This design comes from an exercise in tuning for small area, a short achievable clock period and few clock cycles per item on the open sky130 flow, not from production work. Only simulation tests tie the RTL to the original design; equivalence was not proved. No activity file was given, so power comes from the tool's default toggle rates.

Setup of build 28:
==> flow/design.v (excerpt) <==
module conv_pe_top (
    input  logic        clk,
    input  logic        rst,
    input  logic        wght_valid_i,
    input  logic [63:0] wght_i,
    output logic        wght_ready_o,
    input  logic        act_valid_i,
    input  logic [63:0] act_i,
    output logic        act_ready_o,
    output logic [23:0] result_o,
    output logic        result_valid_o
);
==> flow/config.mk <==
export PLATFORM = sky130hd
export DESIGN_NAME = conv_pe_top
export DESIGN_NICKNAME = conv_pe_top
export VERILOG_FILES = /design/flow/design.v
export SDC_FILE = /design/flow/constraint.sdc
export NUM_CORES = 4
export LEC_CHECK = 0
export CAP_MARGIN = 20
export CORE_MARGIN = 2
export CORE_UTILIZATION = 70
export CTS_CLUSTER_DIAMETER = 140
export CTS_CLUSTER_SIZE = 25
export SETUP_SLACK_MARGIN = 3.05
export SLEW_MARGIN = 20
export SYNTH_HIERARCHICAL = 1
export SYNTH_MINIMUM_KEEP_SIZE = 0
==> flow/constraint.sdc <==
create_clock -name core_clock -period 5.0 [get_ports {clk}]
set_input_delay 1.0000 -clock core_clock [delete_from_list [all_inputs] [get_ports {clk}]]
set_output_delay 1.0000 -clock core_clock [all_outputs]
set_load 0.01 [all_outputs]
standard.sh (not shown) runs the stock make flow with config.mk's settings and CLKGATE_MAP_FILE= SYNTH_SCRIPT=/design/flow/synth_recipe.tcl, a recipe that flattens the netlist after the stock synthesis.
==> flow/flow/run.sh <==
#!/bin/bash
# The standard layout, with two resizer settings changed: cells may be
# swapped for ones of another footprint during repair, and the port buffers
# are plain buffers instead of the smallest-area (delay) buffer.
set -euo pipefail
bash standard.sh MATCH_CELL_FOOTPRINT=0 "BUFFER_PORTS_ARGS=-buffer_cell sky130_fd_sc_hd__buf_2" finish > make.log 2>&1
Build 28 went all the way through synthesis, placement and routing and the layout is clean on timing, DRC and antenna.
Testbench counts of build 28, summed over its fixed seeds: cycles 8,892, windows 900.
The following lists how build 54 was set up differently from build 28:
Settings: changing CORE_UTILIZATION from 70 to 65.
--- outcome ---
- Changes observed in build 54 relative to build 28: global routing met1 resource utilization -2.0 points, power spent charging and discharging nets ~0 delta, final design utilization -5.4 points, achievable frequency -1.7 MHz, number of violations reported at the end of detailed-routing iteration 0 -7.3%.
- X dimension of the die (build 54 vs. build 28) increases by a few percent
- Build 54 vs build 28: area of the placeable core up by a little under 10%
- Part of the total power dissipated in combinational logic delta (build 28 -> build 54): insignificant
Input changes introduced in build 91 (baseline for comparison: build 54):
Settings: SETUP_SLACK_MARGIN now 2.95, was 3.05.
Findings:
- Top routing layer in use: met5 -> build 54, met4 -> build 91
- Summary of build 91 over build 54: internal portion of total power moved down, first-iteration DRC count went down, register-to-register slack decreased by 0.05 ns relative to the old numbers, non-clock buffer count down 2.
- Per the comparison of build 91 with build 54, wire length went down; finished layout cell area down 0.52%; global-route wire length before repair fell 700 um; time the final worst path needs with I/O delays and setup rose 0.026 ns.
[inputs] build 36 vs build 91
Settings: SETUP_SLACK_MARGIN now 3.05, was 2.95.
==> flow/run.sh (new file) <==
#!/bin/bash
# synth_recipe.tcl (not shown) runs the flow's synth.tcl, then flattens the netlist and writes it again
# the make line also repeats each setting of config.mk as NAME=value (left out here)
make -C /OpenROAD-flow-scripts/flow DESIGN_CONFIG=/design/flow/config.mk WORK_HOME=/design/flow/orfs CLKGATE_MAP_FILE= SYNTH_SCRIPT=/design/flow/synth_recipe.tcl finish
removed: flow/flow/run.sh
removed: flow/standard.sh
Findings:
- Summary of build 36 over build 91: period utilization saw a decrease, total power draw saw an increase, setup slack of the critical path after layout saw an increase, global-route usage saw an increase, clock-buffer cell count saw an increase.
- Fmax, build 36 vs build 91: up slightly
- Going from build 91 to build 36, setup slack after placement went down by 0.37 ns, clock slew seen by the registers of the worst setup and hold paths was more or less identical, number of DRC markers in iteration 0 went down by 8.8%.
- Comparing build 36 against build 91, there is no change at all in synthesized area per cell.
- Compared with build 91, build 36 shows a lower switching fraction of total power.
Input changes introduced in build 6 (baseline for comparison: build 36):
Settings: ABC_AREA newly set to 1.
==> flow/flow/run.sh (new file) <==
#!/bin/bash
# The standard layout, with two resizer settings changed: cells may be
# swapped for ones of another footprint during repair, and the port buffers
# are plain buffers instead of the smallest-area (delay) buffer.
set -euo pipefail
bash standard.sh MATCH_CELL_FOOTPRINT=0 "BUFFER_PORTS_ARGS=-buffer_cell sky130_fd_sc_hd__buf_2" finish > make.log 2>&1
==> flow/standard.sh (new file) <==
#!/bin/bash
# synth_recipe.tcl (not shown) runs the flow's synth.tcl, then flattens the netlist and writes it again
# the make line also repeats each setting of config.mk as NAME=value (left out here)
make -C /OpenROAD-flow-scripts/flow DESIGN_CONFIG=/design/flow/config.mk WORK_HOME=/design/flow/orfs CLKGATE_MAP_FILE= SYNTH_SCRIPT=/design/flow/synth_recipe.tcl "${@:-finish}"
removed: flow/run.sh
Results
Side by side, hold slack turned out lower in build 6 than in build 36.
Relative to build 36, sequential share of layout area has gone up in build 6.
Between build 36 and build 6, the number of logic inverters in the finished layout is higher for build 6.
Build 36 → build 6: minimum clock period increased by 0.012 ns relative to the old numbers; routed wire length shows no meaningful change.
Share of the yosys chip area belonging to registers (higher): build 36
For the die area, build 6 came in 520 um2 higher than build 36 did.
The run showing the greater overall die width is build 6.

## port drivers added, routing unchanged
In the flow no input, the clock included, has a driving cell. The finished layouts below were timed again as built, in two steps. Step 1 assumes that a clkbuf_16 drives the clock port and a buf_2 every other input. Step 2 times the ports against the registers' clock, not the clock port: input delays grow and output delays shrink by t, the midpoint of the rising clock arrivals with the driver on. a / b / c = ideal / step 1 / step 2; a / b = the first two.
| run | shift t [ns] | slack for setup (ns) | pins driven straight from the clock port |
|---|---|---|---|
| build 28 | 0.692 | 2.910 / 2.844 / 2.528 | 1 |
| build 54 | 0.690 | 2.902 / 2.841 / 2.523 | 1 |
| build 91 | 0.700 | 2.876 / 2.810 / 2.481 | 1 |
| build 36 | 0.682 | 2.900 / 2.835 / 2.576 | 1 |
| build 6 | 0.704 | 2.888 / 2.825 / 2.434 | 1 |
After both steps setup and hold are still met in every run listed. For build 6, which loses most, drivers alone change the setup slack by -0.063 ns; drivers and shift together by -0.454 ns.
